From an optimization exercise on the open Yosys and OpenROAD flow, aimed at small area and a short achievable clock period; shortcuts taken in it are not production practice.
The RTL was checked by simulation tests, not by an equivalence proof against the original design.
The flow treats the clock pin as an ideal source, which a real chip does not have.
Power figures rest on the tool's default switching activity, not on a simulated workload.

--- design/flow/config.mk ---
export PLATFORM = sky130hd
export DESIGN_NAME = ddr_port_mux
export DESIGN_NICKNAME = ddr_port_mux
export VERILOG_FILES = /design/flow/design.v
export SDC_FILE = /design/flow/constraint.sdc
export NUM_CORES = 4
export LEC_CHECK = 0
export CAP_MARGIN = 20
export CORE_MARGIN = 2
export CORE_UTILIZATION = 65
export CTS_CLUSTER_DIAMETER = 60
export CTS_CLUSTER_SIZE = 30
export SETUP_SLACK_MARGIN = 5
export SLEW_MARGIN = 20
--- design/flow/constraint.sdc ---
create_clock -name core_clock -period 8.0 [get_ports {afi_phy_clk}]
set_input_delay 1.6000 -clock core_clock [delete_from_list [all_inputs] [get_ports {afi_phy_clk}]]
set_output_delay 1.6000 -clock core_clock [all_outputs]
set_load 0.01 [all_outputs]
--- design/flow/design.v ---
package ddr_mux_pkg;
	localparam int addr_width    = 32;
	localparam int data_width    = 32;
	localparam int num_ports     = 4;
	localparam int req_depth     = 4;
	localparam int tag_depth     = 33;
	typedef logic [addr_width-1:0] ddr_addr_t;
	typedef logic [data_width-1:0] ddr_data_t;
endpackage
`timescale 1ns/100ps
module sync_fifo #(
	parameter int width = 32
)
(
	input  logic                  rst,
	input  logic                  afi_phy_clk,
	input  logic [width-1:0]      data,
	input  logic                  req,
	input  logic                  pop,
	output logic [3:0][width-1:0] slots,
	output logic [3:0]            head,
	output logic                  ready,
	output logic                  pending
);
	logic [3:0] wr_sel;
	logic [2:0] cnt;
	logic [2:0] cnt_push;
	logic [2:0] cnt_hold;
	logic       push;
	assign push     = req && ready;
	assign cnt_push = pop ? cnt : cnt + 3'd1;
	assign cnt_hold = pop ? cnt - 3'd1 : cnt;
	always_ff @(posedge afi_phy_clk)
	begin
		for (int k = 0; k < 4; k++)
		begin
			if (ready && wr_sel[k])
			begin
				slots[k] <= data;
			end
		end
	end
	always_ff @(posedge afi_phy_clk)
	begin
		if (rst)
		begin
			wr_sel  <= 4'b0001;
			head    <= 4'b0001;
			cnt     <= '0;
			ready   <= 1'b1;
			pending <= 1'b0;
		end
		else
		begin
			if (pop)
			begin
				head <= {head[2:0], head[3]};
			end
			if (push)
			begin
				wr_sel  <= {wr_sel[2:0], wr_sel[3]};
				cnt     <= cnt_push;
				ready   <= (cnt_push != 3'd4);
				pending <= 1'b1;
			end
			else
			begin
				cnt     <= cnt_hold;
				ready   <= (cnt_hold != 3'd4);
				pending <= (cnt_hold != 3'd0);
			end
		end
	end
endmodule
`timescale 1ns/100ps
module port_arbiter
(
	input  logic                   rst,
	input  logic                   afi_phy_clk,
	input  logic                   local_init_done,
	input  logic                   local_ready,
	input  logic [1:0][3:0][63:0]  wr_slots,
	input  logic [1:0][3:0][31:0]  rd_slots,
	input  logic [3:0][3:0]        head,
	input  logic [3:0]             pending,
	output logic [3:0]             pop,
	output logic                   tag_push,
	output logic                   tag_hi,
	output ddr_mux_pkg::ddr_addr_t local_address,
	output ddr_mux_pkg::ddr_data_t local_wdata,
	output logic                   local_write_req,
	output logic                   local_read_req
);
	logic       cmd_hi;
	logic [3:0] last_mask;
	logic [3:0] avail;
	logic [1:0] pick;
	logic       any;
	logic [3:0] pick_oh;
	ddr_mux_pkg::ddr_addr_t next_address;
	ddr_mux_pkg::ddr_data_t next_wdata;
	assign last_mask[0] = local_write_req && !cmd_hi;
	assign last_mask[1] = local_read_req  && !cmd_hi;
	assign last_mask[2] = local_write_req &&  cmd_hi;
	assign last_mask[3] = local_read_req  &&  cmd_hi;
	assign avail = pending & ~last_mask;
	assign any   = |avail;
	always_comb
	begin
		if (avail[0])      pick = 2'd0;
		else if (avail[1]) pick = 2'd1;
		else if (avail[2]) pick = 2'd2;
		else               pick = 2'd3;
	end
	assign pick_oh[0] = avail[0];
	assign pick_oh[1] = !avail[0] && avail[1];
	assign pick_oh[2] = !avail[0] && !avail[1] && avail[2];
	assign pick_oh[3] = !avail[0] && !avail[1] && !avail[2];
	always_comb
	begin
		next_address = '0;
		next_wdata   = '0;
		for (int i = 0; i < 2; i++)
		begin
			for (int k = 0; k < 4; k++)
			begin
				next_address = next_address
					| ({32{pick_oh[2*i]   && head[2*i][k]}}   & wr_slots[i][k][63:32])
					| ({32{pick_oh[2*i+1] && head[2*i+1][k]}} & rd_slots[i][k]);
				next_wdata   = next_wdata
					| ({32{(pick[1] == 1'(i)) && head[2*i][k]}} & wr_slots[i][k][31:0]);
			end
		end
	end
	always_ff @(posedge afi_phy_clk)
	begin
		if (rst || !local_init_done)
		begin
			local_write_req <= 1'b0;
			local_read_req  <= 1'b0;
			pop             <= '0;
			tag_push        <= 1'b0;
		end
		else
		begin
			pop      <= '0;
			tag_push <= 1'b0;
			if (local_ready)
			begin
				local_write_req <= any && !pick[0];
				local_read_req  <= any &&  pick[0];
				pop[pick]       <= any;
				tag_push        <= any && pick[0];
			end
		end
	end
	always_ff @(posedge afi_phy_clk)
	begin
		if (local_ready)
		begin
			cmd_hi        <= pick[1];
			local_address <= next_address;
			local_wdata   <= next_wdata;
		end
	end
	assign tag_hi = cmd_hi;
endmodule
`timescale 1ns/100ps
module read_return_router
(
	input  logic                   rst,
	input  logic                   afi_phy_clk,
	input  logic                   tag_push,
	input  logic                   tag_hi,
	input  ddr_mux_pkg::ddr_data_t local_rdata,
	input  logic                   local_rdata_valid,
	output ddr_mux_pkg::ddr_data_t rdata,
	output logic [1:0]             rport_data_valid
);
	logic [ddr_mux_pkg::tag_depth-1:0] tags;
	logic [5:0]                        tag_last;
	logic                              tag_q;
	logic [5:0]                        last_keep;
	logic [5:0]                        last_pop;
	assign tag_q = tags[tag_last];
	assign last_keep = tag_push ? tag_last + 6'd1 : tag_last;
	assign last_pop  = tag_push ? tag_last : tag_last - 6'd1;
	always_ff @(posedge afi_phy_clk)
	begin
		if (tag_push)
		begin
			tags <= {tags[ddr_mux_pkg::tag_depth-2:0], tag_hi};
		end
	end
	always_ff @(posedge afi_phy_clk)
	begin
		if (rst)
		begin
			tag_last         <= '1;
			rport_data_valid <= '0;
		end
		else
		begin
			tag_last         <= local_rdata_valid ? last_pop : last_keep;
			rport_data_valid <= {local_rdata_valid && tag_q, local_rdata_valid && !tag_q};
		end
	end
	always_ff @(posedge afi_phy_clk)
	begin
		rdata <= local_rdata;
	end
endmodule
`timescale 1ns/100ps
module mux_ddr_access
(
	input  logic                   rst,
	input  logic                   afi_phy_clk,
	input  ddr_mux_pkg::ddr_addr_t [1:0] wport_addr,
	input  ddr_mux_pkg::ddr_data_t [1:0] wport_data,
	input  logic [1:0]             wport_req,
	output logic [1:0]             wport_ready,
	input  ddr_mux_pkg::ddr_addr_t [1:0] rport_addr,
	input  logic [1:0]             rport_req,
	output logic [1:0]             rport_ready,
	output ddr_mux_pkg::ddr_data_t rport_data,
	output logic [1:0]             rport_data_valid,
	input  logic                   local_init_done,
	input  logic                   local_ready,
	input  ddr_mux_pkg::ddr_data_t local_rdata,
	input  logic                   local_rdata_valid,
	output ddr_mux_pkg::ddr_addr_t local_address,
	output ddr_mux_pkg::ddr_data_t local_wdata,
	output logic                   local_write_req,
	output logic                   local_read_req
);
	logic [1:0][3:0][63:0]        wr_slots;
	logic [1:0][3:0][31:0]        rd_slots;
	logic [3:0][3:0]              head;
	logic [3:0]                   pending;
	logic [3:0]                   pop;
	logic                         tag_push;
	logic                         tag_hi;
	for (genvar i = 0; i < 2; i++)
	begin : g_req
		sync_fifo #(.width(64)) wr_fifo_i (
			.rst         (rst),
			.afi_phy_clk (afi_phy_clk),
			.data        ({wport_addr[i], wport_data[i]}),
			.req         (wport_req[i]),
			.pop         (pop[2*i]),
			.slots       (wr_slots[i]),
			.head        (head[2*i]),
			.ready       (wport_ready[i]),
			.pending     (pending[2*i])
		);
		sync_fifo #(.width(32)) rd_fifo_i (
			.rst         (rst),
			.afi_phy_clk (afi_phy_clk),
			.data        (rport_addr[i]),
			.req         (rport_req[i]),
			.pop         (pop[2*i+1]),
			.slots       (rd_slots[i]),
			.head        (head[2*i+1]),
			.ready       (rport_ready[i]),
			.pending     (pending[2*i+1])
		);
	end
	port_arbiter port_arbiter_i (
		.rst             (rst),
		.afi_phy_clk     (afi_phy_clk),
		.local_init_done (local_init_done),
		.local_ready     (local_ready),
		.wr_slots        (wr_slots),
		.rd_slots        (rd_slots),
		.head            (head),
		.pending         (pending),
		.pop             (pop),
		.tag_push        (tag_push),
		.tag_hi          (tag_hi),
		.local_address   (local_address),
		.local_wdata     (local_wdata),
		.local_write_req (local_write_req),
		.local_read_req  (local_read_req)
	);
	read_return_router read_return_router_i (
		.rst               (rst),
		.afi_phy_clk       (afi_phy_clk),
		.tag_push          (tag_push),
		.tag_hi            (tag_hi),
		.local_rdata       (local_rdata),
		.local_rdata_valid (local_rdata_valid),
		.rdata             (rport_data),
		.rport_data_valid  (rport_data_valid)
	);
endmodule
`timescale 1ns/100ps
module ddr_port_mux
(
	input  logic        afi_phy_clk,
	input  logic        rst,
	input  logic [31:0] wport0_addr,
	input  logic [31:0] wport0_data,
	input  logic [31:0] wport2_addr,
	input  logic [31:0] wport2_data,
	input  logic [1:0]  wport_req,
	output logic [1:0]  wport_ready,
	input  logic [31:0] rport1_addr,
	input  logic [31:0] rport3_addr,
	input  logic [1:0]  rport_req,
	output logic [1:0]  rport_ready,
	output logic [31:0] rport1_data,
	output logic [31:0] rport3_data,
	output logic [1:0]  rport_data_valid,
	input  logic        local_init_done,
	input  logic        local_ready,
	input  logic [31:0] local_rdata,
	input  logic        local_rdata_valid,
	output logic [31:0] local_address,
	output logic [31:0] local_wdata,
	output logic        local_write_req,
	output logic        local_read_req
);
	ddr_mux_pkg::ddr_addr_t [ddr_mux_pkg::num_ports/2-1:0] wport_addr;
	ddr_mux_pkg::ddr_data_t [ddr_mux_pkg::num_ports/2-1:0] wport_data;
	ddr_mux_pkg::ddr_addr_t [ddr_mux_pkg::num_ports/2-1:0] rport_addr;
	ddr_mux_pkg::ddr_data_t rport_data;
	assign wport_addr[0] = wport0_addr;
	assign wport_addr[1] = wport2_addr;
	assign wport_data[0] = wport0_data;
	assign wport_data[1] = wport2_data;
	assign rport_addr[0] = rport1_addr;
	assign rport_addr[1] = rport3_addr;
	assign rport1_data   = rport_data;
	assign rport3_data   = rport_data;
	mux_ddr_access mux_ddr_access_i (
		.rst               (rst),
		.afi_phy_clk       (afi_phy_clk),
		.wport_addr        (wport_addr),
		.wport_data        (wport_data),
		.wport_req         (wport_req),
		.wport_ready       (wport_ready),
		.rport_addr        (rport_addr),
		.rport_req         (rport_req),
		.rport_ready       (rport_ready),
		.rport_data        (rport_data),
		.rport_data_valid  (rport_data_valid),
		.local_init_done   (local_init_done),
		.local_ready       (local_ready),
		.local_rdata       (local_rdata),
		.local_rdata_valid (local_rdata_valid),
		.local_address     (local_address),
		.local_wdata       (local_wdata),
		.local_write_req   (local_write_req),
		.local_read_req    (local_read_req)
	);
endmodule
--- design/flow/flow/run.sh ---
#!/bin/bash
# standard layout with a tighter setup margin for repair_timing, small port buffers and free resizing
set -euo pipefail
bash standard.sh SETUP_SLACK_MARGIN=5.4 "BUFFER_PORTS_ARGS=-buffer_cell sky130_fd_sc_hd__buf_1" MATCH_CELL_FOOTPRINT=0 finish > standard_flow.log 2>&1
--- design/flow/standard.sh ---
#!/bin/bash
# synth_recipe.tcl (not shown) runs the flow's synth.tcl, then flattens the netlist and writes it again
# the make line also repeats each setting of config.mk as NAME=value (left out here)
make -C /OpenROAD-flow-scripts/flow DESIGN_CONFIG=/design/flow/config.mk WORK_HOME=/design/flow/orfs CLKGATE_MAP_FILE= SYNTH_SCRIPT=/design/flow/synth_recipe.tcl "${@:-finish}"
==> out/qor.txt, run 1 <==
Sink Count -> 965
Worst Max-Slew Pin Slew -> 1.09 ns
Setup total negative slack -> 0 ns
Final Power -> 9.73 mW
Power Density -> 249 nW/um^2
Layout area overhead -> 12.6%
TritonCTS buffer count -> 48
Core outline area -> 52700 sq um
DRT antenna net count -> 0
Setup Crit Path Kind -> reg -> out
Area leader, netlist -> edfxtp_1
Status -> complete, no violations
Port Buffers -> 368
GP Congestion -> 0.806
Unique masters post-synth -> 53
Fillers -> 3209
Clock skew -> 0.0245 ns
Critical R2R Capture -> mux_ddr_access_i.port_arbiter_i.local_address[16]
Reg2Reg Depth -> 7
Floorplan row count -> 84
Slew Limit Fails -> 0
Dominant cell by count in the synthesized netlist -> edfxtp_1
Max clock buf depth -> 3
# setup viols final -> 0
Net count after synthesis -> 2210
All-Layer GR Usage -> 30.8%
Most used flip-flop cell after synthesis -> edfxtp_1
Delay-heaviest family, CP -> flip-flops
Setup crit end kind -> output pin
Pleak -> 12.6 nW
First-pass GRT wire length -> 125000 um
Number of synthesized flops with an enable pin -> 866
Critical path required time -> 6.40 ns
Worst Path Arrival -> 1.30 ns
Crit. Startpoint -> mux_ddr_access_i.port_arbiter_i.local_address[0]
Die width -> 235 um
Worst skew pair latency -> 0.64 ns
Vias -> 19824
Flop2flop setup slack -> 5.44 ns
CTS H-tree lvls -> 2
Max-cap violations -> 0
Final period util -> 36.2%
CP bufs+invs -> 1
Initial drt markers -> 2509
DRC Markers -> 0
Max VDD drop -> 269 uV
Hold path depth -> 0
Hold EP -> mux_ddr_access_i.read_return_router_i.tags[22]
Post-route minimum period -> 2.90 ns
Drt wl/cell -> 29.1 um
Worst-path cell chain -> clkbuf_2
Syn Area/Cell -> 17.7 sq um
Post-synthesis register bit count -> 965
Unrepaired setup endpoints after global routing -> yes
Cell area after synthesis -> 34700 sq um
FF-to-FF Start -> mux_ddr_access_i.port_arbiter_i.cmd_hi
Final Hold Fails -> 0
IO Count -> 369
Layout cells sized above 1 -> 15.9%
Largest net degree at the start of global routing -> 59
Pre-CTS setup slack -> 4.64 ns
CTS tree -> yes
Post-synthesis sequential area ratio -> 80.6%
Clock transition at path regs -> 0.10 ns
Slew HR -> 27.4%
Crit start category -> register
CP Max Fanout -> 1
Synth top area share -> 74.9%
Initial antenna violation count -> 25
Synth warn -> 4
Nets -> 2496
Slowest stage cell, crit path -> edfxtp_1
Die Ht -> 235 um
Die area -> 55300 sq um
Hold Buf Count CTS -> 0
Setup ws final -> 5.10 ns
Global route total overflow -> 0
Cell count after synthesis -> 1963
Worst hold path type -> reg -> reg
Vias/cell -> 6.63
Initial Utilization -> 65.9%
Routed wire length -> 86900 um
Drt first pass iters -> 8
Biggest cell delay along the critical path -> 0.49 ns
Clk root buf -> clkbuf_16
Ys async rst share -> 0%
Top cells by area, synth -> edfxtp_1 (75%), dfxtp_1 (5.7%), a22oi_1 (4.7%), a222oi_1 (1.6%), clkbuf_1 (1.2%)
Fmax -> 345 MHz
Vias in the first global route -> 19398
Worst Hold Launch -> mux_ddr_access_i.read_return_router_i.tags[21]
Synth cell count leaders -> edfxtp_1 (866), a22oi_1 (216), clkbuf_1 (114)
Post-DP HPWL -> 48800 um
-- routing by layer --
layer | routed length, um | share of wire, % | track usage, %
met5 | 147 | 0.17 | 0
met4 | 1900 | 2.2 | 8.07
met3 | 10200 | 12 | 9.35
met2 | 41800 | 48 | 48.3
met1 | 32800 | 38 | 42.8
-- registers in the layout, summed over array words and instances (netlist names), 2 cells and up --
register,flops
mux_ddr_access_i.g_req.wr_fifo_i.slots,512
mux_ddr_access_i.g_req.rd_fifo_i.slots,256
mux_ddr_access_i.read_return_router_i.tags,33
mux_ddr_access_i.port_arbiter_i.local_address,32
mux_ddr_access_i.port_arbiter_i.local_wdata,32
mux_ddr_access_i.read_return_router_i.rdata,32
mux_ddr_access_i.g_req.rd_fifo_i.head,8
mux_ddr_access_i.g_req.rd_fifo_i.wr_sel,8
mux_ddr_access_i.g_req.wr_fifo_i.head,8
mux_ddr_access_i.g_req.wr_fifo_i.wr_sel,8
mux_ddr_access_i.g_req.rd_fifo_i.cnt,6
mux_ddr_access_i.g_req.wr_fifo_i.cnt,6
mux_ddr_access_i.read_return_router_i.tag_last,6
mux_ddr_access_i.port_arbiter_i.pop,4
mux_ddr_access_i.g_req.rd_fifo_i.pending,2
mux_ddr_access_i.g_req.rd_fifo_i.ready,2
mux_ddr_access_i.g_req.wr_fifo_i.pending,2
mux_ddr_access_i.g_req.wr_fifo_i.ready,2
mux_ddr_access_i.read_return_router_i.rport_data_valid,2
-- how the worst max path moves through the flow --
stage	to	slack [ns]	cells after the start
global route	local_address[0]	5.07	1
detailed placement	mux_ddr_access_i.port_arbiter_i.pop[3]	4.64	6
CTS	local_address[12]	5.10	1
finish	local_address[0]	5.10	1
global placement	mux_ddr_access_i.port_arbiter_i.pop[3]	4.67	6
floorplan	register	5.19	7
-- cell families after synthesis --
family,synth area share (%)
mux,1.24
compound gates,11.1
xor+xnor,0.505
fa+ha+maj,0.526
simple gates,3.40
flops,80.6
buf+inv,2.58
-- power breakdown --
group          internal (mW)  switching [mW]
clock network           1.26            1.69
logic                  0.295           0.551
registers               5.80           0.126
-- layout make-up --
class	count	area, sq um	share of cell area (%)
sequential	965	28100	71.8
inverter	21	78.8	0.202
clock buffer	54	1240	3.19
tap	688	861	2.20
timing repair buffer	404	2300	5.87
multi-input combinational	809	6080	15.6
clock inverter	35	428	1.09
antenna	14	35.0	0.0896
-- what timing repair did --
item,in CTS,in global routing
pin swaps,1,4
setup buffers,5,4
gates cloned,0,1
endpoints found under the setup margin,204,201
gates resized for setup,351,30
-- per-stage QoR --
step / cells / hold WS [ns] / util [%] / cell area (sq um)
floorplan: 1963 / 0.417 / - / 34700
global placement: 2877 / 0.426 / 69.2 / 36400
detailed placement: 2877 / 0.427 / 69.2 / 36400
CTS: 2971 / 0.457 / 74.0 / 38900
global route: 2984 / 0.475 / 74.2 / 39100
finish: 2990 / 0.452 / 74.2 / 39100
-- placed cells by master, fill, tap and decap left out, types with 6 or more instances in the layout --
cell type / count
a21oi_1: 25
buf_1: 234
mux2i_1: 19
inv_1: 21
and3_1: 15
xnor2_1: 14
buf_6: 77
dfxtp_1: 58
dfxtp_4: 7
and2_4: 15
xor2_1: 6
buf_4: 33
a211oi_2: 18
clkbuf_2: 54
a21oi_2: 10
clkinv_8: 7
dfxtp_2: 34
nand3_1: 16
nor2_1: 49
a221oi_1: 42
diode_2: 14
inv_6: 9
a211oi_1: 8
inv_8: 8
o21ai_1: 12
o2111ai_1: 32
mux4_1: 7
a31oi_1: 15
nand2_1: 67
and2_1: 8
nor3_1: 14
o21ai_0: 26
edfxtp_1: 866
nand4_1: 32
a222oi_1: 54
a22o_1: 18
ha_1: 11
a22oi_1: 216
clkbuf_16: 49
==> inputs of run 2 (changes only) <==
==> design/flow/flow/run.sh (replaced) <==
#!/bin/bash
# standard layout with a tighter setup margin for repair_timing, small port
# buffers, free resizing, and the clock tree's root buffer dropped after CTS
set -euo pipefail
export POST_CTS_TCL=$PWD/flow/noroot.tcl
bash standard.sh SETUP_SLACK_MARGIN=5.4 "BUFFER_PORTS_ARGS=-buffer_cell sky130_fd_sc_hd__buf_1" MATCH_CELL_FOOTPRINT=0 POST_CTS_TCL=$PWD/flow/noroot.tcl finish > standard_flow.log 2>&1
==> design/flow/flow/noroot.tcl (new file) <==
set block [ord::get_db_block]
proc sink_iterms {net} {
  set l {}
  foreach it [$net getITerms] { if {[$it isInputSignal]} { lappend l $it } }
  return $l
}
set pnet [[$block findBTerm afi_phy_clk] getNet]
set roots [sink_iterms $pnet]
if {[llength $roots] == 1} {
  set root [[lindex $roots 0] getInst]
  set rnet [[$root findITerm X] getNet]
  set loads [sink_iterms $rnet]
  set ok [expr {[llength $loads] >= 1 && [llength $loads] <= 4}]
  foreach l $loads {
    if {![string match sky130_fd_sc_hd__clkbuf_* [[[$l getInst] getMaster] getName]]} { set ok 0 }
  }
  if {$ok} {
    puts "noroot: removing [$root getName], port now drives [llength $loads] buffers"
    [lindex $roots 0] disconnect
    foreach l $loads { $l disconnect; $l connect $pnet }
    [$root findITerm X] disconnect
    odb::dbInst_destroy $root
    odb::dbNet_destroy $rnet
  } else {
    puts "noroot: tree shape not as expected, left unchanged"
  }
}
estimate_parasitics -placement
==> out/qor.txt, run 2 <==
Status -> complete, no violations
Vias/cell -> 6.61
Met2 wire length -> 41500 um
Slew Limit Fails -> 0
Worst Max-Slew Pin Slew -> 1.06 ns
Routed length on met3 -> 9980 um
Initial antenna violation count -> 25
Routed wire length -> 86400 um
Die Ht -> 235 um
CP bufs+invs -> 1
Switching part of the total -> 24.1%
Die width -> 235 um
Most frequent cells in the layout -> edfxtp_1 (866), buf_1 (236), a22oi_1 (216), buf_6 (75), nand2_1 (67)
Worst-path cell chain -> clkbuf_2
Global route total overflow -> 0
Clock skew -> 0.0261 ns
Area leader, netlist -> edfxtp_1
Max-cap violations -> 0
Multiplexer area fraction after synthesis -> 1.24%
Fmax -> 373 MHz
# setup viols final -> 0
Layout area overhead -> 12.6%
Ys async rst share -> 0%
Setup ws final -> 5.32 ns
Final Hold Fails -> 0
Worst Path Arrival -> 1.08 ns
Die area -> 55300 sq um
Post-synthesis compound-gate area fraction -> 11.1%
Multi-input gate area -> 6090 sq um
Drt wl/cell -> 28.9 um
Final period util -> 33.5%
Vias in the first global route -> 19435
Cell area after synthesis -> 34700 sq um
Delay-heaviest family, CP -> flip-flops
Placed Cells -> 2877
Dominant cell by count in the synthesized netlist -> edfxtp_1
Syn Area/Cell -> 17.7 sq um
Final Power -> 9.67 mW
Top sig layer -> met5
Crit start category -> register
Net count after synthesis -> 2210
Adder-cell share of the synthesized area -> 0.526%
Most common cell after layout, fill and taps aside -> edfxtp_1
Slew HR -> 29.3%
Setup Crit Path Kind -> reg -> out
DRT met1 WL -> 33000 um
Largest registers -> mux_ddr_access_i.g_req.wr_fifo_i.slots x512, mux_ddr_access_i.g_req.rd_fifo_i.slots x256, mux_ddr_access_i.read_return_router_i.tags x33
Flip-flop and latch area -> 28000 sq um
DRC Markers -> 0
Port Buffers -> 368
IO Count -> 369
Floorplan row count -> 84
Fillers -> 3210
GP Congestion -> 0.806
Biggest cell delay along the critical path -> 0.47 ns
Pre-CTS setup slack -> 4.64 ns
Max reg flops -> 512
Initial Utilization -> 65.9%
Main combinational cell family by area after synthesis -> compound AO/OA/AOI/OAI gates
Slowest stage cell, crit path -> edfxtp_1
Critical path required time -> 6.40 ns
Number of synthesized flops with an enable pin -> 866
P_sw -> 2.33 mW
Worst hold path type -> reg -> reg
Post-Synth XOR/XNOR Area -> 0.505%
Comb pwr share -> 8.8%
Pleak -> 12.6 nW
Initial drt markers -> 2480
Synth warn -> 4
All-Layer GR Usage -> 30.7%
Simple-gate share of the synthesized area -> 3.40%
Post-synthesis sequential area ratio -> 80.6%
Largest net degree at the start of global routing -> 59
Vias -> 19766
Sequential share of power -> 61.3%
Clock transition at path regs -> 0.11 ns
Synth cell count leaders -> edfxtp_1 (866), a22oi_1 (216), clkbuf_1 (114)
Setup total negative slack -> 0 ns
Sink Count -> 965
Final Non-Filler Cells -> 2991
Setup crit end kind -> output pin
Synth top area share -> 74.9%
Core outline area -> 52700 sq um
Post-route minimum period -> 2.68 ns
Power Density -> 247 nW/um^2
First-pass GRT wire length -> 126000 um
Unique masters post-synth -> 53
Worst skew pair latency -> 0.45 ns
CTS tree -> yes
Max VDD drop -> 269 uV
Unrepaired setup endpoints after global routing -> yes
Drt first pass iters -> 8
CP Max Fanout -> 1
Worst hold slack -> 0.454 ns
Post-synthesis register bit count -> 965
Internal Power -> 7.34 mW
Cell count after synthesis -> 1963
Layout cells sized above 1 -> 15.9%
Clock power share -> 29.9%
Nets -> 2498
Post-DP HPWL -> 48800 um
Most used flip-flop cell after synthesis -> edfxtp_1
Top cells by area, synth -> edfxtp_1 (75%), dfxtp_1 (5.7%), a22oi_1 (4.7%), a222oi_1 (1.6%), clkbuf_1 (1.2%)
Largest register by flop count -> mux_ddr_access_i.g_req.wr_fifo_i.slots
DRT antenna net count -> 0
==> run 2: metal layers <==
metal | vias up | GRT usage, %
li1 | 8572 | -
met1 | 10016 | 43.3
met2 | 1019 | 48.6
met3 | 137 | 8.34
met4 | 22 | 7.19
met5 | - | 0
==> run 2: power by group through the flow <==
stage          clock (mW)  combinational, mW  sequential, mW
2_1_floorplan           0              0.421            6.02
3_3_place_gp            0              0.749            6.02
3_5_place_dp            0              0.770            6.03
5_1_grt              3.10              0.913            5.95
6_report             2.89              0.848            5.93
==> run 2: cell type report <==
type | instances | area share [%]
antenna | 13 | 0.0832
sequential | 965 | 71.7
multi-input combinational | 809 | 15.6
clock inverter | 35 | 1.09
clock buffer | 53 | 3.12
inverter | 21 | 0.211
tap | 688 | 2.20
timing repair buffer | 407 | 5.96
==> run 2: path summary, 6_finish.rpt <==
path | from | to | slack, ns | depth (start not counted)
min | mux_ddr_access_i.read_return_router_i.tags[8] | mux_ddr_access_i.read_return_router_i.tags[9] | 0.45 | 0
max | mux_ddr_access_i.port_arbiter_i.local_address[12] | local_address[12] | 5.32 | 1
max reg2reg | mux_ddr_access_i.port_arbiter_i.cmd_hi | mux_ddr_access_i.port_arbiter_i.local_address[24] | 5.46 | 5
min reg2reg | mux_ddr_access_i.read_return_router_i.tags[8] | mux_ddr_access_i.read_return_router_i.tags[9] | 0.45 | 0
==> run 2: worst reg2reg max path, cell delays in order (launching register included) <==
cell and delay (ns):
edfxtp_1 0.47, nand2b_4 0.25, a21oi_1 0.46, and2_2 0.78, a22oi_1 0.22, o2111ai_1 0.18
==> run 2: cells by family after synthesis <==
family | after synthesis
and+or+nand+nor | 239
AOI/OAI and AO/OA | 506
muxes | 29
buffers and inverters | 190
adders and majority gates | 14
xor gates and xnor gates | 20
DFF | 965
==> run 2: metrics by stage <==
stage / utilization (%) / area (sq um)
after detailed placement: 69.2 / 36400
after global placement: 69.2 / 36400
after floorplan: - / 34700
final: 74.2 / 39100
after global routing: 74.2 / 39100
==> inputs of run 3 (changes only) <==
--- a/design/flow/design.v
+++ b/design/flow/design.v
@@ -24,11 +24,14 @@
 );
 	logic [3:0] wr_sel;
-	logic [2:0] cnt;
-	logic [2:0] cnt_push;
-	logic [2:0] cnt_hold;
+	logic [3:0] wr_next;
+	logic [3:0] head_next;
 	logic       push;
-	assign push     = req && ready;
-	assign cnt_push = pop ? cnt : cnt + 3'd1;
-	assign cnt_hold = pop ? cnt - 3'd1 : cnt;
+	logic       fills;
+	logic       drains;
+	assign push      = req && ready;
+	assign wr_next   = {wr_sel[2:0], wr_sel[3]};
+	assign head_next = {head[2:0], head[3]};
+	assign fills     = |(wr_next & head);
+	assign drains    = |(head_next & wr_sel);
 	always_ff @(posedge afi_phy_clk)
 	begin
@@ -47,5 +50,4 @@
 			wr_sel  <= 4'b0001;
 			head    <= 4'b0001;
-			cnt     <= '0;
 			ready   <= 1'b1;
 			pending <= 1'b0;
@@ -55,18 +57,19 @@
 			if (pop)
 			begin
-				head <= {head[2:0], head[3]};
+				head <= head_next;
 			end
 			if (push)
 			begin
-				wr_sel  <= {wr_sel[2:0], wr_sel[3]};
-				cnt     <= cnt_push;
-				ready   <= (cnt_push != 3'd4);
+				wr_sel <= wr_next;
+			end
+			if (push && !pop)
+			begin
+				ready   <= !fills;
 				pending <= 1'b1;
 			end
-			else
+			else if (pop && !push)
 			begin
-				cnt     <= cnt_hold;
-				ready   <= (cnt_hold != 3'd4);
-				pending <= (cnt_hold != 3'd0);
+				ready   <= 1'b1;
+				pending <= !drains;
 			end
 		end
--- a/design/flow/config.mk
+++ b/design/flow/config.mk
@@ -11,4 +11,5 @@
 export CTS_CLUSTER_DIAMETER = 60
 export CTS_CLUSTER_SIZE = 30
+export PLACE_DENSITY = 0.8
 export SETUP_SLACK_MARGIN = 5
 export SLEW_MARGIN = 20
==> out/qor.txt, run 3 <==
GR Util met2 -> 50.3%
Net count after synthesis -> 2138
Fmax -> 377 MHz
Port Buffers -> 368
Die Ht -> 233 um
Util after Layout -> 74.4%
Setup ws final -> 5.35 ns
Max-cap violations -> 0
Slew HR -> 21.3%
Delay-heaviest family, CP -> flip-flops
Final period util -> 33.2%
Largest register by flop count -> mux_ddr_access_i.g_req.wr_fifo_i.slots
Max reg flops -> 512
Layout area overhead -> 13.6%
Setup total negative slack -> 0 ns
Simple-gate share of the synthesized area -> 3.42%
Drt first pass iters -> 7
Post-synthesis compound-gate area fraction -> 11.0%
Die width -> 233 um
Synth warn -> 4
Post-route minimum period -> 2.65 ns
Post-DP HPWL -> 48400 um
Crit start category -> register
Dominant cell by count in the synthesized netlist -> edfxtp_1
Vias/cell -> 6.80
IO Count -> 369
CTS tree -> yes
Pleak -> 12.6 nW
Placed Cells -> 2826
Drt wl/cell -> 28.5 um
Largest registers -> mux_ddr_access_i.g_req.wr_fifo_i.slots x512, mux_ddr_access_i.g_req.rd_fifo_i.slots x256, mux_ddr_access_i.read_return_router_i.tags x33
Multiplexer area fraction after synthesis -> 1.33%
Main combinational cell family by area after synthesis -> compound AO/OA/AOI/OAI gates
Post-Synth XOR/XNOR Area -> 0.103%
All-Layer GR Usage -> 30.0%
Adder-cell share of the synthesized area -> 0.351%
Worst hold slack -> 0.455 ns
Worst-path cell chain -> clkbuf_2
Global route total overflow -> 0
Syn Area/Cell -> 18.0 sq um
Final Hold Fails -> 0
Post-synthesis sequential area ratio -> 81.2%
Flip-flop and latch area -> 27800 sq um
Vias in the first global route -> 19577
DRT antenna net count -> 0
Gr busiest metal -> met2
Fillers -> 2971
First-pass GRT wire length -> 120000 um
Layout cells sized above 1 -> 16.2%
Status -> complete, no violations
CP Max Fanout -> 1
Area after DPL -> 35900 sq um
Synth top area share -> 76.1%
Slowest stage cell, crit path -> edfxtp_1
Biggest cell delay along the critical path -> 0.44 ns
Largest net degree at the start of global routing -> 65
Final Cell Area -> 38800 sq um
Area leader, netlist -> edfxtp_1
Post-synthesis register bit count -> 953
Setup crit end kind -> output pin
Top cells by area, synth -> edfxtp_1 (76%), dfxtp_1 (5.1%), a22oi_1 (3.6%), a222oi_1 (2.5%), clkbuf_1 (1.1%)
Nets -> 2447
Setup Crit Path Kind -> reg -> out
Final Non-Filler Cells -> 2948
Clock skew -> 0.0433 ns
Max VDD drop -> 255 uV
GP Congestion -> 0.829
Cell area after synthesis -> 34200 sq um
Initial antenna violation count -> 22
Worst hold path type -> reg -> reg
Multi-input gate area -> 5740 sq um
Cell count after synthesis -> 1896
Met1 global-route usage -> 39.3%
Final Power -> 9.49 mW
Unrepaired setup endpoints after global routing -> yes
Die area -> 54400 sq um
Slew Limit Fails -> 0
Floorplan row count -> 84
Worst skew pair latency -> 0.46 ns
Vias -> 20047
Most used flip-flop cell after synthesis -> edfxtp_1
Pre-CTS setup slack -> 4.59 ns
Number of synthesized flops with an enable pin -> 866
Most frequent cells in the layout -> edfxtp_1 (866), buf_1 (242), a22oi_1 (165), a222oi_1 (86), buf_6 (75)
Critical path required time -> 6.40 ns
Unique masters post-synth -> 50
Initial drt markers -> 2763
Initial Utilization -> 65.4%
DRC Markers -> 0
Core outline area -> 52200 sq um
Most common cell after layout, fill and taps aside -> edfxtp_1
Clock transition at path regs -> 0.10 ns
# setup viols final -> 0
Ys async rst share -> 0%
Synth cell count leaders -> edfxtp_1 (866), a22oi_1 (165), clkbuf_1 (98)
Power Density -> 244 nW/um^2
Routed wire length -> 84100 um
Worst Max-Slew Pin Slew -> 1.18 ns
Flop2flop setup slack -> 5.39 ns
CP bufs+invs -> 1
Sink Count -> 953
Worst Path Arrival -> 1.05 ns
GR Util met3 -> 5.75%
==> run 3: area by class of cell <==
type	instances	share of cell area, %
Clock inverter	37	1.34
Sequential cell	953	71.6
Multi-Input combinational cell	763	14.8
Clock buffer	52	3.24
Timing Repair Buffer	419	6.49
Inverter	20	0.203
Antenna cell	16	0.103
Tap cell	688	2.22
==> run 3: layer usage <==
metal | wire (um) | vias up
met2 | 42400 | 1332
met5 | 123 | -
met3 | 8710 | 247
li1 | - | 8418
met4 | 3590 | 20
met1 | 29300 | 10030
==> run 3: worst paths after layout <==
kind,startpoint,to,cells after the start
setup / recovery,mux_ddr_access_i.port_arbiter_i.local_address[9],local_address[9],1
hold / removal,mux_ddr_access_i.read_return_router_i.tags[15],mux_ddr_access_i.read_return_router_i.tags[16],0
setup reg to reg,mux_ddr_access_i.port_arbiter_i.cmd_hi,mux_ddr_access_i.port_arbiter_i.local_address[24],7
hold reg to reg,mux_ddr_access_i.read_return_router_i.tags[15],mux_ddr_access_i.read_return_router_i.tags[16],0
==> run 3: kinds of logic after synthesis <==
logic type      Yosys count
simple gates            240
xor+xnor                  4
flops                   953
buf+inv                 180
compound gates          477
fa+ha+maj                 9
mux                      33
==> run 3: power by group <==
group | switching, mW | internal, mW | leakage (nW) | total [mW]
combinational | 0.441 | 0.241 | 2.92 | 0.682
sequential | 0.104 | 5.71 | 8.86 | 5.81
clock | 1.67 | 1.32 | 0.855 | 3.00
total | 2.22 | 7.27 | 12.6 | 9.49
==> inputs of run 4 (changes only) <==
--- a/design/flow/config.mk
+++ b/design/flow/config.mk
@@ -11,5 +11,4 @@
 export CTS_CLUSTER_DIAMETER = 60
 export CTS_CLUSTER_SIZE = 30
-export PLACE_DENSITY = 0.8
 export SETUP_SLACK_MARGIN = 5
 export SLEW_MARGIN = 20
==> out/qor.txt, run 4 <==
Post-synthesis register bit count -> 953
Status -> complete, no violations
Largest registers -> mux_ddr_access_i.g_req.wr_fifo_i.slots x512, mux_ddr_access_i.g_req.rd_fifo_i.slots x256, mux_ddr_access_i.read_return_router_i.tags x33
All-Layer GR Usage -> 31.3%
Worst hold slack -> 0.453 ns
Layout cells sized above 1 -> 15.7%
Synth warn -> 4
Largest register by flop count -> mux_ddr_access_i.g_req.wr_fifo_i.slots
Die Ht -> 233 um
Global route total overflow -> 0
Power Density -> 244 nW/um^2
Post-Synth XOR/XNOR Area -> 0.103%
Largest net degree at the start of global routing -> 65
Slowest stage cell, crit path -> edfxtp_1
Placed Cells -> 2828
Vias -> 19767
Initial drt markers -> 2500
First-pass GRT wire length -> 123000 um
Port Buffers -> 368
Reg2Reg Depth -> 8
Slew HR -> 27.0%
Top cells by area, synth -> edfxtp_1 (76%), dfxtp_1 (5.1%), a22oi_1 (3.6%), a222oi_1 (2.5%), clkbuf_1 (1.1%)
Vias/cell -> 6.72
FF-to-FF Start -> mux_ddr_access_i.port_arbiter_i.local_write_req
Drt wl/cell -> 29.9 um
Cell area after synthesis -> 34200 sq um
Final Non-Filler Cells -> 2941
Setup crit end kind -> output pin
GP Congestion -> 0.817
Syn Area/Cell -> 18.0 sq um
# setup viols final -> 0
Simple-gate share of the synthesized area -> 3.42%
Floorplan row count -> 84
Most common cell after layout, fill and taps aside -> edfxtp_1
DRT antenna net count -> 0
Slew Limit Fails -> 0
Worst-path cell chain -> clkbuf_2
Pleak -> 12.6 nW
Area leader, netlist -> edfxtp_1
Max reg flops -> 512
Clock skew -> 0.0233 ns
Number of synthesized flops with an enable pin -> 866
Internal Power -> 7.20 mW
Clock transition at path regs -> 0.10 ns
Final Hold Fails -> 0
Switching part of the total -> 23.6%
Post-synthesis compound-gate area fraction -> 11.0%
Critical R2R Capture -> mux_ddr_access_i.port_arbiter_i.local_address[12]
Post-DP HPWL -> 49100 um
Setup Crit Path Kind -> reg -> out
Post-route minimum period -> 2.66 ns
Worst skew pair latency -> 0.45 ns
Fmax -> 376 MHz
Comb pwr share -> 7.4%
CP Max Fanout -> 1
Post-synthesis sequential area ratio -> 81.2%
Vias in the first global route -> 19116
P_sw -> 2.23 mW
Initial Utilization -> 65.4%
Nets -> 2451
Setup total negative slack -> 0 ns
Unique masters post-synth -> 50
Die area -> 54400 sq um
Util after Layout -> 74.1%
Worst Max-Slew Pin Slew -> 1.10 ns
Unrepaired setup endpoints after global routing -> yes
Sequential share of power -> 61.6%
Ys async rst share -> 0%
Initial antenna violation count -> 14
Drt first pass iters -> 7
Sink Count -> 953
Multiplexer area fraction after synthesis -> 1.33%
Clock power share -> 31.0%
IO Count -> 369
Worst Path Arrival -> 1.06 ns
Hold EP -> mux_ddr_access_i.read_return_router_i.tags[9]
Die width -> 233 um
Layout area overhead -> 13.2%
Synth top area share -> 76.1%
Crit start category -> register
Most frequent cells in the layout -> edfxtp_1 (866), buf_1 (242), a22oi_1 (165), a222oi_1 (86), buf_6 (75)
Net count after synthesis -> 2138
CTS tree -> yes
Max VDD drop -> 282 uV
CP bufs+invs -> 1
Cell count after synthesis -> 1896
Biggest cell delay along the critical path -> 0.46 ns
Adder-cell share of the synthesized area -> 0.351%
Flop2flop setup slack -> 5.38 ns
DRC Markers -> 0
Max-cap violations -> 0
Synth cell count leaders -> edfxtp_1 (866), a22oi_1 (165), clkbuf_1 (98)
Core outline area -> 52200 sq um
Final period util -> 33.2%
Main combinational cell family by area after synthesis -> compound AO/OA/AOI/OAI gates
Hold path depth -> 0
Routed wire length -> 87900 um
Most used flip-flop cell after synthesis -> edfxtp_1
Worst hold path type -> reg -> reg
Delay-heaviest family, CP -> flip-flops
Worst Hold Launch -> mux_ddr_access_i.read_return_router_i.tags[8]
Critical path required time -> 6.40 ns
Final Power -> 9.43 mW
Dominant cell by count in the synthesized netlist -> edfxtp_1
[run 4: cell counts after synthesis]
No cell type changed its count.
[run 4: area by class of cell]
| type | count | area, sq um |
|---|---|---|
| antenna | 7 | 17.5 |
| sequential | 953 | 27800 |
| timing repair buffer | 417 | 2410 |
| inverter | 20 | 78.8 |
| multi-input combinational | 769 | 5790 |
| tap | 688 | 861 |
| clock buffer | 51 | 1250 |
| clock inverter | 36 | 459 |
| fill | 3193 | 13600 |
[run 4: cells by family (layout without fill, tap and decap cells)]
family	after synthesis	after routing
buf+inv	180	524
compound gates	477	478
fa+ha+maj	9	9
mux	33	33
xor+xnor	4	4
simple gates	240	245
flops	953	953
other cells	0	7
[run 4: how the worst max path moves through the flow]
stage / from / endpoint / slack [ns] / depth (start not counted)
finish: mux_ddr_access_i.port_arbiter_i.local_address[4] / local_address[4] / 5.34 / 1
global placement: local_ready / mux_ddr_access_i.port_arbiter_i.pop[1] / 4.51 / 4
detailed placement: local_ready / mux_ddr_access_i.port_arbiter_i.pop[1] / 4.41 / 4
floorplan: local_rdata_valid / register / 5.19 / 7
global route: mux_ddr_access_i.port_arbiter_i.local_address[4] / local_address[4] / 5.33 / 1
[run 4: per-layer routing]
layer / global-route usage, % / share of wire, % / up-vias
met1: 43.0 / 37 / 10120
met4: 7.84 / 2.4 / 20
li1: - / - / 8427
met2: 52.6 / 51 / 1061
met5: 0 / 0.13 / -
met3: 5.75 / 9.7 / 139
[run 4: through the flow]
step / instance area [sq um] / setup WS, ns
after global routing: 38700 / 5.33
after detailed placement: 36000 / 4.41
after global placement: 36000 / 4.51
after floorplan: 34200 / 5.19
final: 38700 / 5.34
[run 4: power groups by stage]
| stage | registers, mW | clock network, mW | logic (mW) |
|---|---|---|---|
| 2_1_floorplan | 5.91 | 0 | 0.318 |
| 3_3_place_gp | 5.90 | 0 | 0.616 |
| 3_5_place_dp | 5.91 | 0 | 0.628 |
| 5_1_grt | 5.82 | 3.12 | 0.747 |
| 6_report | 5.81 | 2.93 | 0.700 |
==> inputs of run 5 (changes only) <==
--- a/design/flow/config.mk
+++ b/design/flow/config.mk
@@ -9,6 +9,7 @@
 export CORE_MARGIN = 2
 export CORE_UTILIZATION = 65
-export CTS_CLUSTER_DIAMETER = 60
-export CTS_CLUSTER_SIZE = 30
+export CTS_BUF_LIST = sky130_fd_sc_hd__clkbuf_8
+export CTS_CLUSTER_DIAMETER = 50
+export CTS_CLUSTER_SIZE = 20
 export SETUP_SLACK_MARGIN = 5
 export SLEW_MARGIN = 20
==> out/qor.txt, run 5 <==
Status -> complete, no violations
Initial Utilization -> 65.4%
Most frequent cells in the layout -> edfxtp_1 (866), buf_1 (233), a22oi_1 (165), a222oi_1 (86)
DRC Markers -> 0
Worst Hold Launch -> mux_ddr_access_i.read_return_router_i.tags[6]
Largest net degree at the start of global routing -> 65
Nets -> 2468
Slowest stage cell, crit path -> edfxtp_1
Worst skew pair latency -> 0.71 ns
Final Hold Fails -> 0
Post-Synth XOR/XNOR Area -> 0.103%
Pleak -> 12.6 nW
IO Count -> 369
Setup total negative slack -> 0 ns
Dominant cell by count in the synthesized netlist -> edfxtp_1
Most common cell after layout, fill and taps aside -> edfxtp_1
Floorplan row count -> 84
Crit. Startpoint -> mux_ddr_access_i.port_arbiter_i.local_address[4]
Drt wl/cell -> 29.1 um
Flip-flop and latch area -> 27800 sq um
Simple-gate share of the synthesized area -> 3.42%
CP Max Fanout -> 1
Area leader, netlist -> edfxtp_1
Crit start category -> register
Multiplexer area fraction after synthesis -> 1.33%
Delay-heaviest family, CP -> flip-flops
CTS tree -> yes
Worst Path Arrival -> 1.33 ns
Max-cap violations -> 0
Vias in the first global route -> 19265
Layout cells sized above 1 -> 17.2%
Initial antenna violation count -> 16
Post-synthesis sequential area ratio -> 81.2%
Setup crit end kind -> output pin
Drt first pass iters -> 8
CP bufs+invs -> 1
Vias/cell -> 6.62
Global route total overflow -> 0
Die area -> 54400 sq um
Critical path required time -> 6.40 ns
Largest registers -> mux_ddr_access_i.g_req.wr_fifo_i.slots x512, mux_ddr_access_i.g_req.rd_fifo_i.slots x256, mux_ddr_access_i.read_return_router_i.tags x33
Synth warn -> 4
Ys async rst share -> 0%
FF-to-FF Start -> mux_ddr_access_i.port_arbiter_i.cmd_hi
Final period util -> 36.6%
Post-synthesis compound-gate area fraction -> 11.0%
Largest register by flop count -> mux_ddr_access_i.g_req.wr_fifo_i.slots
GP Congestion -> 0.817
Worst hold path type -> reg -> reg
Synth cell count leaders -> edfxtp_1 (866), a22oi_1 (165), clkbuf_1 (98)
Unique masters post-synth -> 50
Slew HR -> 27.3%
Fmax -> 341 MHz
All-Layer GR Usage -> 31.6%
Biggest cell delay along the critical path -> 0.46 ns
Routed wire length -> 86600 um
Unrepaired setup endpoints after global routing -> yes
Layout area overhead -> 12.8%
Die width -> 233 um
Worst Max-Slew Pin Slew -> 1.09 ns
Multi-input gate area -> 5710 sq um
Clock skew -> 0.0365 ns
Cell area after synthesis -> 34200 sq um
Clock transition at path regs -> 0.11 ns
Die Ht -> 233 um
Main combinational cell family by area after synthesis -> compound AO/OA/AOI/OAI gates
Port Buffers -> 368
Power Density -> 243 nW/um^2
Net count after synthesis -> 2138
First-pass GRT wire length -> 124000 um
Slew Limit Fails -> 0
Setup Crit Path Kind -> reg -> out
Fillers -> 3201
Post-route minimum period -> 2.93 ns
Most used flip-flop cell after synthesis -> edfxtp_1
Syn Area/Cell -> 18.0 sq um
Cell count after synthesis -> 1896
Post-DP HPWL -> 49100 um
Max VDD drop -> 202 uV
Number of synthesized flops with an enable pin -> 866
Synth top area share -> 76.1%
Initial drt markers -> 2668
Post-synthesis register bit count -> 953
Max reg flops -> 512
DRT antenna net count -> 0
Adder-cell share of the synthesized area -> 0.351%
Vias -> 19694
Core outline area -> 52200 sq um
# setup viols final -> 0
Worst hold slack -> 0.455 ns
Top cells by area, synth -> edfxtp_1 (76%), dfxtp_1 (5.1%), a22oi_1 (3.6%), a222oi_1 (2.5%), clkbuf_1 (1.1%)
Sink Count -> 953
Worst-path cell chain -> clkbuf_2
==> run 5: final cells by class <==
type	count	area share [%]
Clock buffer	75	2.68
Timing Repair Buffer	413	6.16
Clock inverter	54	1.69
Inverter	20	0.204
Sequential cell	953	72.2
Antenna cell	10	0.0649
Tap cell	688	2.23
Multi-Input combinational cell	764	14.8
==> run 5: cell families after synthesis <==
family	count (synthesis)
adder cells (fa/ha/maj)	9
XOR/XNOR	4
buffers and inverters	180
multiplexers	33
AND/OR/NAND/NOR	240
AO/OA/AOI/OAI	477
flip-flops	953
==> run 5: final timing paths <==
check / to / slack [ns] / depth (start not counted)
worst max register to register: mux_ddr_access_i.port_arbiter_i.local_address[20] / 5.42 / 7
worst max-delay path: local_address[4] / 5.07 / 1
worst min register to register: mux_ddr_access_i.read_return_router_i.tags[7] / 0.45 / 0
worst min-delay path: mux_ddr_access_i.read_return_router_i.tags[7] / 0.45 / 0
==> run 5: metrics by stage <==
step           total power, mW  instances  setup WS [ns]  area, sq um  utilization, %
2_1_floorplan             6.23       1896           5.19        34200               -
3_3_place_gp              6.52       2828           4.51        36000            68.8
3_5_place_dp              6.54       2828           4.41        36000            68.8
5_1_grt                   9.65       2969           5.04        38500            73.8
6_report                  9.38       2977           5.07        38500            73.8
==> run 5: report_power, final <==
group          leakage [nW]  internal (mW)  total (mW)  switching [mW]
clock network         0.832           1.20        2.89            1.70
registers              8.86           5.71        5.80          0.0947
logic                  2.88          0.234       0.685           0.451
total                  12.6           7.14        9.38            2.24
==> run 5: per-layer routing <==
layer	global-route usage, %	share of wire (%)
met1	43.6	38
met2	51.8	50
met3	6.20	9.2
met4	9.89	2.8
met5	0	0.15
==> inputs of run 6 (changes only) <==
==> design/flow/flow/run.sh (replaced) <==
#!/bin/bash
# standard layout with a tighter setup margin for repair_timing, small port
# buffers, free resizing, and the clock tree's root buffer dropped after CTS
set -euo pipefail
export POST_CTS_TCL=$PWD/flow/noroot.tcl
bash standard.sh SETUP_SLACK_MARGIN=5.2 "BUFFER_PORTS_ARGS=-buffer_cell sky130_fd_sc_hd__buf_1" MATCH_CELL_FOOTPRINT=0 POST_CTS_TCL=$PWD/flow/noroot.tcl finish > standard_flow.log 2>&1
--- a/design/flow/config.mk
+++ b/design/flow/config.mk
@@ -9,7 +9,6 @@
 export CORE_MARGIN = 2
 export CORE_UTILIZATION = 65
-export CTS_BUF_LIST = sky130_fd_sc_hd__clkbuf_8
-export CTS_CLUSTER_DIAMETER = 50
-export CTS_CLUSTER_SIZE = 20
+export CTS_CLUSTER_DIAMETER = 60
+export CTS_CLUSTER_SIZE = 35
 export SETUP_SLACK_MARGIN = 5
 export SLEW_MARGIN = 20
==> out/qor.txt, run 6 <==
Status -> complete, no violations
All-Layer GR Usage -> 31.1%
CP Max Fanout -> 1
Most used flip-flop cell after synthesis -> edfxtp_1
GP Congestion -> 0.806
Critical R2R Capture -> mux_ddr_access_i.port_arbiter_i.local_wdata[7]
IO Count -> 369
Drt wl/cell -> 29.3 um
Post-synthesis register bit count -> 953
Hold EP -> mux_ddr_access_i.read_return_router_i.tags[13]
Synth cell count leaders -> edfxtp_1 (866), a22oi_1 (165), clkbuf_1 (98)
Syn Area/Cell -> 18.0 sq um
Layout cells sized above 1 -> 9.40%
Worst hold path type -> reg -> reg
Final Hold Fails -> 0
Crit start category -> register
Slew Limit Fails -> 0
Power Density -> 250 nW/um^2
Setup crit end kind -> output pin
Vias in the first global route -> 18703
Clock skew -> 0.0309 ns
Final period util -> 33.7%
Unrepaired setup endpoints after global routing -> no
Delay-heaviest family, CP -> flip-flops
Most frequent cells in the layout -> edfxtp_1 (866), buf_1 (323), a22oi_1 (165), a222oi_1 (86), dfxtp_1 (80)
Setup Crit Path Kind -> reg -> out
Global route total overflow -> 0
Floorplan row count -> 84
Post-DP HPWL -> 50600 um
Post-synthesis sequential area ratio -> 81.2%
Die width -> 233 um
Clock transition at path regs -> 0.12 ns
Worst Max-Slew Pin Slew -> 1.12 ns
Vias -> 19360
Largest registers -> mux_ddr_access_i.g_req.wr_fifo_i.slots x512, mux_ddr_access_i.g_req.rd_fifo_i.slots x256, mux_ddr_access_i.read_return_router_i.tags x33
DRT antenna net count -> 0
Worst skew pair latency -> 0.45 ns
Max VDD drop -> 286 uV
Area leader, netlist -> edfxtp_1
Hold path depth -> 0
Cell area after synthesis -> 34200 sq um
Sink Count -> 953
Die area -> 54400 sq um
Routed wire length -> 85700 um
Core outline area -> 52200 sq um
Reg2Reg Depth -> 9
Slew HR -> 25.6%
Nets -> 2429
Die Ht -> 233 um
Critical path required time -> 6.40 ns
Most common cell after layout, fill and taps aside -> edfxtp_1
Biggest cell delay along the critical path -> 0.49 ns
First-pass GRT wire length -> 122000 um
Layout area overhead -> 10.8%
Initial drt markers -> 2565
Number of cells on the critical path -> 1
Largest net degree at the start of global routing -> 65
Synth top area share -> 76.1%
Max-cap violations -> 0
Flop2flop setup slack -> 5.32 ns
Number of synthesized flops with an enable pin -> 866
Pre-CTS setup slack -> 4.48 ns
Port Buffers -> 368
Fmax -> 371 MHz
Synth warn -> 4
Worst-path cell chain -> buf_1
Worst Path Arrival -> 1.10 ns
DRC Markers -> 0
Cell count after synthesis -> 1896
Slowest stage cell, crit path -> edfxtp_1
Net count after synthesis -> 2138
Setup total negative slack -> 0 ns
Initial Utilization -> 65.4%
Post-route minimum period -> 2.70 ns
FF-to-FF Start -> mux_ddr_access_i.port_arbiter_i.local_write_req
Dominant cell by count in the synthesized netlist -> edfxtp_1
Setup ws final -> 5.30 ns
Unique masters post-synth -> 50
CTS tree -> yes
Vias/cell -> 6.63
CP bufs+invs -> 1
Top cells by area, synth -> edfxtp_1 (76%), dfxtp_1 (5.1%), a22oi_1 (3.6%), a222oi_1 (2.5%), clkbuf_1 (1.1%)
Ys async rst share -> 0%
Initial antenna violation count -> 23
Largest register by flop count -> mux_ddr_access_i.g_req.wr_fifo_i.slots
Drt first pass iters -> 7
Worst Hold Launch -> mux_ddr_access_i.read_return_router_i.tags[12]
Max reg flops -> 512
Pleak -> 12.1 nW
# setup viols final -> 0
==> run 6: cell types whose count changed in the layout (fill, tap and decap cells not counted), moves of 8 or more <==
| cell | change |
|---|---|
| buf_1 | +90 |
| buf_4 | -11 |
| buf_6 | -70 |
| clkbuf_16 | +48 |
| clkbuf_2 | -16 |
| clkbuf_8 | -75 |
| clkinvlp_4 | -8 |
| dfxtp_1 | +35 |
| dfxtp_2 | -35 |
| inv_12 | +9 |
==> run 6: logic make-up after synthesis <==
logic type      after synthesis  synth area share [%]
buf+inv                     180                  2.61
mux                          33                  1.33
compound gates              477                  11.0
xor+xnor                      4                 0.103
flops                       953                  81.2
simple gates                240                  3.42
fa+ha+maj                     9                 0.351
==> run 6: worst max-delay path by stage <==
stage	start	endpoint	slack (ns)
6_report	mux_ddr_access_i.port_arbiter_i.local_address[9]	local_address[9]	5.30
5_1_grt	mux_ddr_access_i.port_arbiter_i.cmd_hi	mux_ddr_access_i.port_arbiter_i.local_wdata[6]	5.21
3_5_place_dp	local_ready	mux_ddr_access_i.port_arbiter_i.pop[1]	4.48
3_3_place_gp	local_ready	mux_ddr_access_i.port_arbiter_i.pop[1]	4.57
2_1_floorplan	local_rdata_valid	register	5.19
==> run 6: through the flow <==
stage,total power [mW],hold WS [ns],instances,util [%],instance area (sq um)
after global routing,9.72,0.450,2917,72.5,37900
after global placement,6.52,0.420,2823,68.8,35900
after floorplan,6.23,0.417,1896,-,34200
final,9.46,0.438,2919,72.5,37900
after detailed placement,6.54,0.424,2823,68.8,35900
==> run 6: report_power, final <==
part | internal, mW | switching, mW | total (mW) | leakage, nW
logic | 0.196 | 0.434 | 0.630 | 2.41
registers | 5.71 | 0.0987 | 5.81 | 8.85
clock network | 1.31 | 1.71 | 3.03 | 0.860
==> run 6: layer usage <==
metal  part of all wire (%)  vias to the layer above  track usage [%]  wire length [um]
li1                       -                     8370                -                 -
met1                     37                     9844             42.4             32000
met2                     51                      945             51.6             43600
met3                    8.4                      169             5.46              7230
met4                    3.1                       32             10.5              2680
met5                   0.22                        -                0               192
==> run 6: cell type report <==
class / instances / area, sq um
timing repair buffer: 402 / 1720
clock inverter: 38 / 592
sequential: 953 / 27800
fill: 3252 / 14400
inverter: 20 / 78.8
multi-input combinational: 763 / 5630
tap: 688 / 861
antenna: 7 / 17.5
clock buffer: 48 / 1200
==> inputs of run 7 (changes only) <==
==> design/flow/flow/run.sh (replaced) <==
#!/bin/bash
# standard layout with a tighter setup margin for repair_timing, small port
# buffers, free resizing, and the clock tree's root buffer dropped after CTS
set -euo pipefail
export POST_CTS_TCL=$PWD/flow/noroot.tcl
bash standard.sh SETUP_SLACK_MARGIN=5.6 "BUFFER_PORTS_ARGS=-buffer_cell sky130_fd_sc_hd__buf_1" MATCH_CELL_FOOTPRINT=0 POST_CTS_TCL=$PWD/flow/noroot.tcl finish > standard_flow.log 2>&1
==> out/qor.txt, run 7 <==
CP bufs+invs -> 1
Synth top area share -> 76.1%
Pre-CTS setup slack -> 4.52 ns
Unrepaired setup endpoints after global routing -> yes
Floorplan row count -> 84
Worst Max-Slew Pin Slew -> 1.14 ns
Setup total negative slack -> 0 ns
Vias in the first global route -> 19346
Final Hold Fails -> 0
Syn Area/Cell -> 18.0 sq um
Most used flip-flop cell after synthesis -> edfxtp_1
Most common cell after layout, fill and taps aside -> edfxtp_1
Power Density -> 239 nW/um^2
Worst skew pair latency -> 0.45 ns
Initial antenna violation count -> 25
Critical path required time -> 6.40 ns
CTS tree -> yes
Sink Count -> 953
Net count after synthesis -> 2138
Biggest cell delay along the critical path -> 0.46 ns
Initial Utilization -> 65.4%
Worst hold path type -> reg -> reg
Port Buffers -> 368
Unique masters post-synth -> 50
Nets -> 2499
Core outline area -> 52200 sq um
Max reg flops -> 512
Most frequent cells in the layout -> edfxtp_1 (866), buf_1 (231), a22oi_1 (157), a222oi_1 (86), buf_6 (83)
Number of synthesized flops with an enable pin -> 866
Status -> complete, no violations
Synth cell count leaders -> edfxtp_1 (866), a22oi_1 (165), clkbuf_1 (98)
Dominant cell by count in the synthesized netlist -> edfxtp_1
Crit start category -> register
Area leader, netlist -> edfxtp_1
DRT antenna net count -> 0
Cell count after synthesis -> 1896
Largest registers -> mux_ddr_access_i.g_req.wr_fifo_i.slots x512, mux_ddr_access_i.g_req.rd_fifo_i.slots x256, mux_ddr_access_i.read_return_router_i.tags x33
Worst-path cell chain -> clkbuf_2
Die width -> 233 um
Initial drt markers -> 3008
Pleak -> 13.0 nW
Delay-heaviest family, CP -> flip-flops
Routed wire length -> 90900 um
Setup ws final -> 5.34 ns
Max-cap violations -> 0
Drt first pass iters -> 6
Largest net degree at the start of global routing -> 65
Post-DP HPWL -> 48500 um
Clock transition at path regs -> 0.12 ns
Die Ht -> 233 um
Final Cell Area -> 39800 sq um
Die area -> 54400 sq um
Setup Crit Path Kind -> reg -> out
Fmax -> 375 MHz
Ys async rst share -> 0%
First-pass GRT wire length -> 121000 um
Slew HR -> 24.1%
Post-synthesis sequential area ratio -> 81.2%
Layout area overhead -> 16.4%
Post-route minimum period -> 2.66 ns
Clock skew -> 0.0373 ns
IO Count -> 369
Area after DPL -> 36000 sq um
# setup viols final -> 0
Setup crit end kind -> output pin
All-Layer GR Usage -> 30.8%
Worst Path Arrival -> 1.06 ns
Vias/cell -> 6.76
CP Max Fanout -> 1
Slew Limit Fails -> 0
Vias -> 20277
Layout cells sized above 1 -> 21.0%
Max VDD drop -> 285 uV
Cell area after synthesis -> 34200 sq um
GP Congestion -> 0.860
DRC Markers -> 0
Largest register by flop count -> mux_ddr_access_i.g_req.wr_fifo_i.slots
Slowest stage cell, crit path -> edfxtp_1
Top cells by area, synth -> edfxtp_1 (76%), dfxtp_1 (5.1%), a22oi_1 (3.6%), a222oi_1 (2.5%), clkbuf_1 (1.1%)
Final period util -> 33.3%
Global route total overflow -> 0
Post-synthesis register bit count -> 953
Synth warn -> 4
Drt wl/cell -> 30.3 um
[run 7: cell count changes in the layout (fill, tap and decap cells not counted), sizes merged]
cell | before | now
clkinv | 11 | 12
inv | 43 | 39
a21boi | 1 | 2
buf | 364 | 395
diode | 7 | 17
bufinv | 2 | 1
nand2b | 1 | 2
clkbuf | 86 | 110
clkinvlp | 2 | 5
and3 | 35 | 43
and2 | 22 | 29
[run 7: area by class of cell]
| class | count | area [sq um] |
|---|---|---|
| multi-input combinational | 780 | 6230 |
| sequential | 953 | 27800 |
| inverter | 20 | 90.1 |
| tap | 688 | 861 |
| fill | 3021 | 12400 |
| timing repair buffer | 457 | 3060 |
| antenna | 17 | 42.5 |
| clock buffer | 48 | 1200 |
| clock inverter | 37 | 495 |
[run 7: per-stage QoR]
stage | total power, mW | utilization [%] | cells | hold slack [ns]
detailed placement | 6.54 | 69.0 | 2827 | 0.427
floorplan | 6.23 | - | 1896 | 0.417
global placement | 6.52 | 69.0 | 2827 | 0.423
finish | 9.51 | 76.2 | 3000 | 0.447
global route | 9.77 | 76.1 | 2991 | 0.459
[run 7: logic make-up (layout without fill, tap and decap cells)]
logic type                 Yosys count  in the layout  share of synthesized area (%)
buffers and inverters              180            562                           2.61
and+or+nand+nor                    240            256                           3.42
muxes                               33             33                           1.33
DFF                                953            953                           81.2
other                                0             17                              0
AOI/OAI and AO/OA                  477            478                           11.0
adders and majority gates            9              9                          0.351
xor gates and xnor gates             4              4                          0.103
[run 7: worst reg2reg max path: stages (launching register included)]
cell	delay, ns
edfxtp_1	0.51
buf_6	0.18
nand2b_4	0.19
buf_4	0.17
and3_4	0.25
a222oi_1	0.29
o21ai_0	0.18
a211oi_2	0.31
o2111ai_1	0.17
[run 7: metal layers]
metal  GRT usage [%]  up-vias  part of all wire, %
met5               0        -                 0.26
met4            9.97       32                  2.7
met3            6.05      186                   11
met2            50.8     1153                   50
met1            41.9    10345                   37
li1                -     8561                    -
[run 7: path summary, 6_finish.rpt]
kind                                                         start                                           endpoint  slack (ns)  cells past startpoint
setup / recovery  mux_ddr_access_i.port_arbiter_i.local_address[6]                                   local_address[6]        5.34                      1
hold / removal      mux_ddr_access_i.read_return_router_i.tags[22]     mux_ddr_access_i.read_return_router_i.tags[23]        0.45                      0
setup reg to reg            mux_ddr_access_i.port_arbiter_i.cmd_hi  mux_ddr_access_i.port_arbiter_i.local_address[18]        5.50                      8
hold reg to reg     mux_ddr_access_i.read_return_router_i.tags[22]     mux_ddr_access_i.read_return_router_i.tags[23]        0.45                      0
[run 7: power breakdown]
group | switching (mW) | total, mW | internal, mW
Combinational | 0.483 | 0.780 | 0.297
Clock | 1.67 | 2.92 | 1.25
Sequential | 0.105 | 5.81 | 5.71
==> inputs of run 8 (changes only) <==
==> design/flow/flow/run.sh (replaced) <==
#!/bin/bash
# standard layout with a tighter setup margin for repair_timing, small port
# buffers, free resizing, and the clock tree's root buffer dropped after CTS
set -euo pipefail
export POST_CTS_TCL=$PWD/flow/noroot.tcl
bash standard.sh SETUP_SLACK_MARGIN=5.3 "BUFFER_PORTS_ARGS=-buffer_cell sky130_fd_sc_hd__buf_1" MATCH_CELL_FOOTPRINT=0 POST_CTS_TCL=$PWD/flow/noroot.tcl finish > standard_flow.log 2>&1
==> out/qor.txt, run 8 <==
IO Count -> 369
Layout cells sized above 1 -> 14.9%
Multi-input gate area -> 5670 sq um
Layout area overhead -> 12.9%
Reg2Reg Depth -> 7
Post-route minimum period -> 2.70 ns
Area leader, netlist -> edfxtp_1
Ys async rst share -> 0%
GP Congestion -> 0.806
Adder-cell share of the synthesized area -> 0.351%
Die Ht -> 233 um
Initial drt markers -> 2469
Final period util -> 33.8%
Clock skew -> 0.0243 ns
Clock transition at path regs -> 0.11 ns
Largest registers -> mux_ddr_access_i.g_req.wr_fifo_i.slots x512, mux_ddr_access_i.g_req.rd_fifo_i.slots x256, mux_ddr_access_i.read_return_router_i.tags x33
Crit. Startpoint -> mux_ddr_access_i.port_arbiter_i.local_address[8]
Multiplexer area fraction after synthesis -> 1.33%
Core outline area -> 52200 sq um
Setup Crit Path Kind -> reg -> out
Post-synthesis sequential area ratio -> 81.2%
Cell area after synthesis -> 34200 sq um
Most common cell after layout, fill and taps aside -> edfxtp_1
Number of cells on the critical path -> 1
Status -> complete, no violations
Die area -> 54400 sq um
Max VDD drop -> 285 uV
Main combinational cell family by area after synthesis -> compound AO/OA/AOI/OAI gates
Delay-heaviest family, CP -> flip-flops
Setup crit end kind -> output pin
Number of synthesized flops with an enable pin -> 866
Simple-gate share of the synthesized area -> 3.42%
Port Buffers -> 368
Worst-path cell chain -> clkbuf_2
Synth warn -> 4
Synth top area share -> 76.1%
Vias in the first global route -> 18962
Top cells by area, synth -> edfxtp_1 (76%), dfxtp_1 (5.1%), a22oi_1 (3.6%), a222oi_1 (2.5%), clkbuf_1 (1.1%)
Critical path required time -> 6.40 ns
Die width -> 233 um
Crit start category -> register
Worst Max-Slew Pin Slew -> 1.13 ns
Slew Limit Fails -> 0
CTS tree -> yes
Post-Synth XOR/XNOR Area -> 0.103%
Sink Count -> 953
Initial Utilization -> 65.4%
Max-cap violations -> 0
Fmax -> 370 MHz
==> run 8: cell types whose count changed in the layout (fill, tap and decap cells not counted), sizes merged, moves of 3 or more <==
cell	change
diode	-5
inv	+4
clkinvlp	-3
clkbuf	-17
buf	-27
and2	-7
and3	-8
==> run 8: worst min-delay path by stage <==
stage | cells past startpoint | to | startpoint | slack, ns
floorplan | 0 | mux_ddr_access_i.read_return_router_i.tags[10] | mux_ddr_access_i.read_return_router_i.tags[9] | 0.42
global placement | 0 | mux_ddr_access_i.read_return_router_i.tags[23] | mux_ddr_access_i.read_return_router_i.tags[22] | 0.42
detailed placement | 0 | mux_ddr_access_i.read_return_router_i.tags[10] | mux_ddr_access_i.read_return_router_i.tags[9] | 0.42
global route | 0 | mux_ddr_access_i.read_return_router_i.tags[12] | mux_ddr_access_i.read_return_router_i.tags[11] | 0.46
finish | 0 | mux_ddr_access_i.read_return_router_i.tags[13] | mux_ddr_access_i.read_return_router_i.tags[12] | 0.44
==> run 8: kinds of logic after synthesis <==
logic type / count (synthesis)
DFF: 953
AOI/OAI and AO/OA: 477
and+or+nand+nor: 240
buffers and inverters: 180
muxes: 33
adders and majority gates: 9
xor gates and xnor gates: 4
==> run 8: metrics by stage <==
stage	std cells	setup WS, ns	hold slack (ns)	area, sq um	power [mW]
detailed placement	2823	4.48	0.424	35900	6.54
global route	2929	5.28	0.463	38600	9.77
floorplan	1896	5.19	0.417	34200	6.23
finish	2936	5.30	0.435	38600	9.51
global placement	2823	4.57	0.420	35900	6.52
==> run 8: metal layers <==
metal	share of wire [%]	routed length [um]	vias up	GRT usage [%]
li1	-	-	8388	-
met1	37	32200	9924	42.7
met2	51	45000	961	53.2
met3	8.7	7590	176	5.36
met4	3.1	2740	30	10.8
met5	0.22	195	-	0
==> run 8: report_power, final <==
group	total (mW)	leakage (nW)	switching [mW]	internal, mW
sequential	5.81	8.86	0.103	5.71
combinational	0.672	2.83	0.443	0.229
clock	3.03	0.861	1.72	1.31
==> run 8: final cells by class <==
| type | count | area share, % |
|---|---|---|
| Sequential cell | 953 | 72.1 |
| Multi-Input combinational cell | 764 | 14.7 |
| Timing Repair Buffer | 413 | 6.10 |
| Clock buffer | 48 | 3.11 |
| Tap cell | 688 | 2.23 |
| Clock inverter | 38 | 1.53 |
| Inverter | 20 | 0.204 |
| Antenna cell | 12 | 0.0778 |

Setup slack of run 8, layout unchanged: 5.299 ns with ideal ports, 5.170 ns with driving cells assumed (clock clkbuf_16, inputs buf_2), 4.866 ns with port delays also shifted by the 0.554 ns mid clock arrival.
